Background: an optimization exercise with open tools, aiming at small area. Do not read the settings as production practice. The RTL was checked by simulation tests, not by an equivalence proof against the original design. Power is estimated from default activity; no workload was simulated.

==> design.v <==
package dmem_pkg;
  typedef struct packed {
    logic [31:0] addr;
    logic [31:0] data;
  } log_entry_t;
  localparam logic [31:0] PASS_ADDR = 32'd108;
  localparam logic [31:0] PASS_DATA = 32'hABCDE7D5;
  localparam logic [31:0] DEFAULT_MMIO_BASE = 32'h0000_0400;
endpackage
module store_log_fifo #(
  parameter int FIFO_DEPTH = 4
) (
  input  logic       clk_i,
  input  logic       rst_ni,
  input  logic       push_i,
  input  dmem_pkg::log_entry_t data_i,
  input  logic       pop_i,
  output dmem_pkg::log_entry_t head_o,
  output logic       empty_o,
  output logic       overflow_o
);
  localparam int PW = $clog2(FIFO_DEPTH);
  localparam logic [PW:0] FULL_CNT = (PW+1)'(FIFO_DEPTH);
  logic [63:0] mem_q [FIFO_DEPTH];
  logic [PW-1:0] wr_q, wr_d, rd_q, rd_d;
  logic [PW:0] cnt_q, cnt_d;
  logic full, do_push, do_pop;
  always_comb begin
    empty_o = cnt_q == '0;
    full = cnt_q == FULL_CNT;
    do_pop = pop_i && !empty_o;
    do_push = push_i && (!full || do_pop);
    overflow_o = push_i && !do_push;
    wr_d = do_push ? wr_q + 1'b1 : wr_q;
    rd_d = do_pop ? rd_q + 1'b1 : rd_q;
    cnt_d = cnt_q + (PW+1)'(do_push) - (PW+1)'(do_pop);
    head_o = mem_q[rd_q];
  end
  always_ff @(posedge clk_i) if (do_push) mem_q[wr_q] <= data_i;
  always_ff @(posedge clk_i or negedge rst_ni)
    if (!rst_ni) begin
      wr_q <= '0;
      rd_q <= '0;
      cnt_q <= '0;
    end else begin
      wr_q <= wr_d;
      rd_q <= rd_d;
      cnt_q <= cnt_d;
    end
endmodule
module dmem_responder #(
  parameter int          DEPTH_WORDS = 64,
  parameter logic [31:0] MMIO_BASE   = dmem_pkg::DEFAULT_MMIO_BASE,
  parameter int          FIFO_DEPTH  = 4
) (
  input  logic        clk,
  input  logic        rst,
  input  logic        mem_write,
  input  logic [31:0] address,
  input  logic [31:0] write_data,
  output logic [31:0] read_data,
  output logic        log_valid,
  input  logic        log_ready,
  output logic [31:0] log_addr,
  output logic [31:0] log_data,
  output logic        log_overflow,
  output logic        misaligned,
  output logic        done
);
  localparam int AW = $clog2(DEPTH_WORDS);
  logic [31:0] ram_q [DEPTH_WORDS];
  logic [AW-1:0] idx;
  logic is_mmio, aligned, ram_we, log_push, fifo_empty, fifo_ovf;
  logic ovf_q, ovf_d, mis_q, mis_d;
  dmem_pkg::log_entry_t head;
  always_comb begin
    idx = address[AW+1:2];
    is_mmio = address >= MMIO_BASE;
    aligned = address[1:0] == 2'b00;
    ram_we = mem_write && aligned && !is_mmio;
    log_push = mem_write && aligned && is_mmio;
    read_data = is_mmio ? '0 : ram_q[idx];
    ovf_d = ovf_q || fifo_ovf;
    mis_d = mis_q || (mem_write && !aligned);
    log_valid = !fifo_empty;
    log_addr = head.addr;
    log_data = head.data;
    log_overflow = ovf_q;
    misaligned = mis_q;
  end
  always_ff @(posedge clk) if (ram_we) ram_q[idx] <= write_data;
  always_ff @(posedge clk or negedge rst)
    if (!rst) begin
      ovf_q <= 1'b0;
      mis_q <= 1'b0;
    end else begin
      ovf_q <= ovf_d;
      mis_q <= mis_d;
    end
  store_log_fifo #(.FIFO_DEPTH(FIFO_DEPTH)) u_fifo (
    .clk_i      (clk),
    .rst_ni     (rst),
    .push_i     (log_push),
    .data_i     ({address, write_data}),
    .pop_i      (log_valid && log_ready),
    .head_o     (head),
    .empty_o    (fifo_empty),
    .overflow_o (fifo_ovf)
  );
  logic done_q, done_d;
  always_comb done_d = done_q || (mem_write && address == dmem_pkg::PASS_ADDR && write_data == dmem_pkg::PASS_DATA);
  always_ff @(posedge clk or negedge rst)
    if (!rst) done_q <= 1'b0;
    else done_q <= done_d;
  assign done = done_q;
endmodule
==> run.sh <==
#!/bin/bash
# synth_recipe.tcl (not shown) runs the flow's synth.tcl, then flattens the netlist and writes it again
# the make line also repeats each setting of config.mk as NAME=value (left out here)
make -C /OpenROAD-flow-scripts/flow DESIGN_CONFIG=/design/flow/config.mk WORK_HOME=/design/flow/orfs CLKGATE_MAP_FILE= SYNTH_SCRIPT=/design/flow/synth_recipe.tcl finish
==> config.mk <==
export PLATFORM = sky130hd
export DESIGN_NAME = dmem_responder
export DESIGN_NICKNAME = dmem_responder
export VERILOG_FILES = /design/flow/design.v
export SDC_FILE = /design/flow/constraint.sdc
export NUM_CORES = 4
export LEC_CHECK = 0
export CAP_MARGIN = 20
export CORE_MARGIN = 2
export CORE_UTILIZATION = 40
export SLEW_MARGIN = 20
==> constraint.sdc <==
create_clock -name core_clock -period 8.0 [get_ports {clk}]
set_input_delay 1.6000 -clock core_clock [delete_from_list [all_inputs] [get_ports {clk}]]
set_output_delay 1.6000 -clock core_clock [all_outputs]
set_load 0.01 [all_outputs]
==> results.txt <==
==> placed cells by master, fill, tap and decap left out, drive strengths merged, types with 9 or more instances in the layout <==
cell           instances
inv                   17
o22ai                237
a211oi                21
nor2b                 11
a22o                  10
mux2i                149
a2bb2oi               14
o21ai                138
o32ai                  9
clkinv               108
o221ai               122
a2111oi               17
a22oi                 41
buf                  316
nor4                  20
edfxtp              2304
a221oi                17
mux4                 290
nand2                125
dfrtp                 10
o22a                  18
nor3                  31
a31oi                 13
clkdlybuf4s50        132
mux2                 154
or4                    9
nand3                 15
clkbuf               281
nor2                 170
a21oi                120
nand2b                11
==> routing by layer <==
metal	part of all wire [%]	vias to the layer above	track usage, %
met5	0.029	-	0
met4	4.0	14	8.86
met3	13	611	7.96
met2	44	3521	37.5
met1	39	26100	35.1
li1	-	19500	-
==> per-stage QoR <==
stage	std cells	setup WS (ps)	total power [mW]	util, %
after CTS	7919	352	25.8	46.5
after floorplan	4483	1510	14.9	-
final	7927	183	25.8	46.5
after global placement	7513	-315	16.1	43.4
after global routing	7920	122	26.4	46.5
after detailed placement	7515	405	16.1	43.4
==> flip-flops by register name, indices dropped and copies added (netlist names) <==
signal and count:
ram_q 2048, u_fifo.mem_q 256, u_fifo.cnt_q 3, u_fifo.rd_q 2, u_fifo.wr_q 2, done_q 1
mis_q 1, ovf_q 1
==> cell families after synthesis <==
| family | synth area share (%) |
|---|---|
| compound gates | 6.25 |
| xor+xnor | 0.0496 |
| fa+ha+maj | 0.108 |
| buf+inv | 1.60 |
| flops | 78.6 |
| mux | 11.0 |
| simple gates | 2.34 |
==> synthesized netlist by cell type (all sizes together) (4+ instances only) <==
cell type  count
a2111oi       17
a211o          4
a211oi        21
a21o           4
a21oi        120
a221oi        17
a22o          10
a22oi         41
a2bb2oi       14
a31oi         13
a32oi          4
and2           7
and3           8
buf          182
clkbuf       105
dfrtp         10
edfxtp      2304
ha             6
inv           11
mux2         154
mux2i        149
mux4         290
nand2        125
nand2b        11
nand3         15
nand4          8
nor2         170
nor2b         11
nor3          31
nor4          20
o2111ai        4
o211ai         5
o21ai        138
o221ai       122
o22a          18
o22ai        237
o31ai          5
o32ai          9
or3            7
or4            9
xnor2          4
==> power breakdown <==
group	total, mW	internal, mW	switching [mW]
combinational	2.27	0.969	1.30
clock	9.92	5.41	4.51
sequential	13.6	13.4	0.169
total	25.8	19.8	5.98
==> worst min path at each step <==
stage,depth (start not counted),to,from,slack [ps]
after floorplan,1,done_q$_DFF_PN0_,done_q$_DFF_PN0_,490
after detailed placement,1,done_q$_DFF_PN0_,done_q$_DFF_PN0_,460
after global placement,1,done_q$_DFF_PN0_,done_q$_DFF_PN0_,450
after CTS,1,done_q$_DFF_PN0_,done_q$_DFF_PN0_,470
after global routing,1,done_q$_DFF_PN0_,done_q$_DFF_PN0_,500
final,1,done_q$_DFF_PN0_,done_q$_DFF_PN0_,460
==> layout make-up <==
cell class              instances  area share [%]
diodes                          8          0.0196
clock buffers                 281            5.75
well taps                    2871            3.52
inverters                      11          0.0466
clock inverters               123           0.828
multi-input cells            1871            17.7
repair buffers                448            4.02
flip-flops and latches       2314            68.1
==> worst max-delay path: stages <==
cell	delay, ps
clkdlybuf4s50_1	660
buf_4	350
nor3b_2	180
buf_4	190
nand2_1	870
o2111ai_1	530
a2111oi_1	970
buf_4	300
clkdlybuf4s50_1	550
==> flow_results.org <==
** Run status
- The run finished with no timing, DRC or antenna violations.

** STA
- Pin slew with the least headroom to its limit :: 1220 ps
- On the final layout, the worst clock skew is 7.55 ps.
- Setup violations remaining at the end of the flow were counted as 0.
- Setup repair after global routing missed its margin :: false
- The hold violation total from the final report came to 0.
- Across all hold checks on the routed design, the worst slack comes to 464 ps.
- Final Cycle Share :: 97.7%
- Post-layout min period :: 7820 ps
- For the final routed database, the setup TNS stands at 0 ps.
- Slew headroom :: 18.3%
- Total count of max-transition violations in the final report :: 0
- Based on the critical path, the design can be clocked at up to 128 MHz.

** Logic synthesis
- Area share of the leading cell type in the synthesized netlist :: 78.3%
- Leading area contributor after synthesis :: edfxtp_1
- Sequential element share of the synthesized area :: 78.6%
- Mapped Cells :: 4483
- Cell variety after synth :: 72
- Number of enable flip-flop cells after synthesis :: 2304
- Avg Cell Area, Syn :: 19.7 µm²
- In this run the cell area of the synthesized design comes to 88300 µm².
- Most frequently used flop master after synthesis :: edfxtp_1
- Cell types occupying the most area after synthesis :: edfxtp_1 78%, mux4_2 7.4%, mux2_2 2.0%, mux2i_1 1.7%, o22ai_1 1.7%
- Fraction of synthesis flops using an asynchronous set or reset pin :: 0.432%
- Yosys printed 2 warnings.
- Synthesized net count :: 4558
- Counting flops and latches in the post-synthesis netlist gives 2314.

** Power and ir drop
- Across the VDD grid, the largest voltage drop is 0.229 mV.
- Power spread over the standard cell area amounts to 253 nW/µm².
- Reported leakage power :: 31.7 nW

** Floorplan
- For this configuration, the core starts out at a cell density of 40.2%.
- The core region is 220000 µm².
- Number of cell rows :: 172
- Pin placement for this block handled 168 I/O pins.
- Die area :: 225000 µm²
- From bottom edge to top edge, the die measures 474 µm.
- In this run the horizontal extent of the chip is 474 µm.

** Final layout
- Number of filler instances in the final layout :: 18300
- The sequential cells in the finished layout cover a total of 69400 µm².
- Fraction of layout cells with a size suffix above 1 :: 22.8%
- Final Instance Area :: 102000 µm²
- From synthesis to final layout, the design area changed by 15.5%.
- In the final layout, the multi-input gates occupy 18100 µm².
- # nets final :: 4943

** Global route
- Global-route wire length before repair :: 392000 µm
- Residual overflow from global routing :: 0
- The number of antenna violations at the first check in global routing was 25.
- The number of global-route vias before repair is 47300.
- Overall track demand over capacity in global routing :: 25.3%
- Largest net degree at the start of global routing :: 73

** Place
- Detailed-placement wirelength estimate :: 173000 µm
- Count of buffers inserted at the top-level ports :: 167
- Placed cell area :: 95300 µm²
- At the end of routability-driven placement, the weighted congestion stood at 0.911.

** Drt
- The first detailed-routing pass took 6 iterations.
- DRC violations left :: 0
- Once detail routing completed, the nets flagged for antenna violations numbered 0.
- Via density per instance :: 6.28
- Drt total wl :: 289000 µm
- After the first detailed-routing iteration, the DRC count stood at 8439.
- For this block, the via count after detailed routing is 49800.
- Dividing the detail-routed wire length by the instance count gives 36.4 µm.

** Clock tree
- At the later pin of the worst-skew pair, clock insertion delay measures 840 ps.
- TritonCTS built the clock tree.
- In this run, post-CTS hold repair placed 0 buffers.
- Clock-pin slew was measured on the worst setup and hold paths at 60 ps.
- Count of instances resized after the clock tree is built :: 0
- Sink count of the clock tree :: 2314
- Root Buffer Master :: clkbuf_16
- No sink is reached through more buffers than the 3 on the longest clock path.
- CTS built an H-tree with a depth of 4.
- In this run, CTS created clock tree buffers numbering 222.
- The number of setup buffers added after CTS is 0.

** Job
- Max-capacitance violation count :: 0

** Worst setup path
- The worst register-to-register path has a setup slack of 5130 ps.
- For the worst setup path, the data arrival time is 6220 ps.
- Register-to-Register Path Depth :: 4
- Startpoint type of the worst setup path :: input pin
- The critical path starts at address[7].
- Nature of the critical path endpoint :: primary output
- The critical path ends at read_data[24].
- Critical setup path kind :: in -> out
- Along the worst path, the maximum fanout reaches 18.
- The worst register-to-register path begins at u_fifo.cnt_q[2]$_DFF_PN0_.
- Data on the critical path is required at its endpoint by 6400 ps.
- In this run the critical register-to-register path is captured at u_fifo.mem_q[1][31]$_DFFE_PP_.

** Worst hold path
- The path class of the tightest hold or removal check is reg -> reg.

-- port drivers added, routing unchanged --
The flow's constraints put no driver on any port. The routed layout listed below was extracted and timed again, unchanged, in two steps. Step 1 sets driving cells, clkbuf_16 on the clock port and buf_2 on the other inputs (assumed; they add their load-dependent delay and slew). Step 2 moves the port delays by t, midway between the first and last clock arrival at a register: inputs arrive t later, outputs are due t later. That takes back most of the time a late clock gives input paths. Three values: no drivers, after step 1, after step 2; two values: the first two.
t (ns): 0.926
slack for setup (ns): 0.183 / 0.131 / 0.131
worst register clock-pin slew, ns: 0.07 / 0.07
worst data-port slew with drivers (ns): 0.10
pins driven straight from the clock port: 1
After both steps setup and hold are still met in this run. For this run, drivers alone change the setup slack by -0.052 ns; drivers and shift together by -0.052 ns.
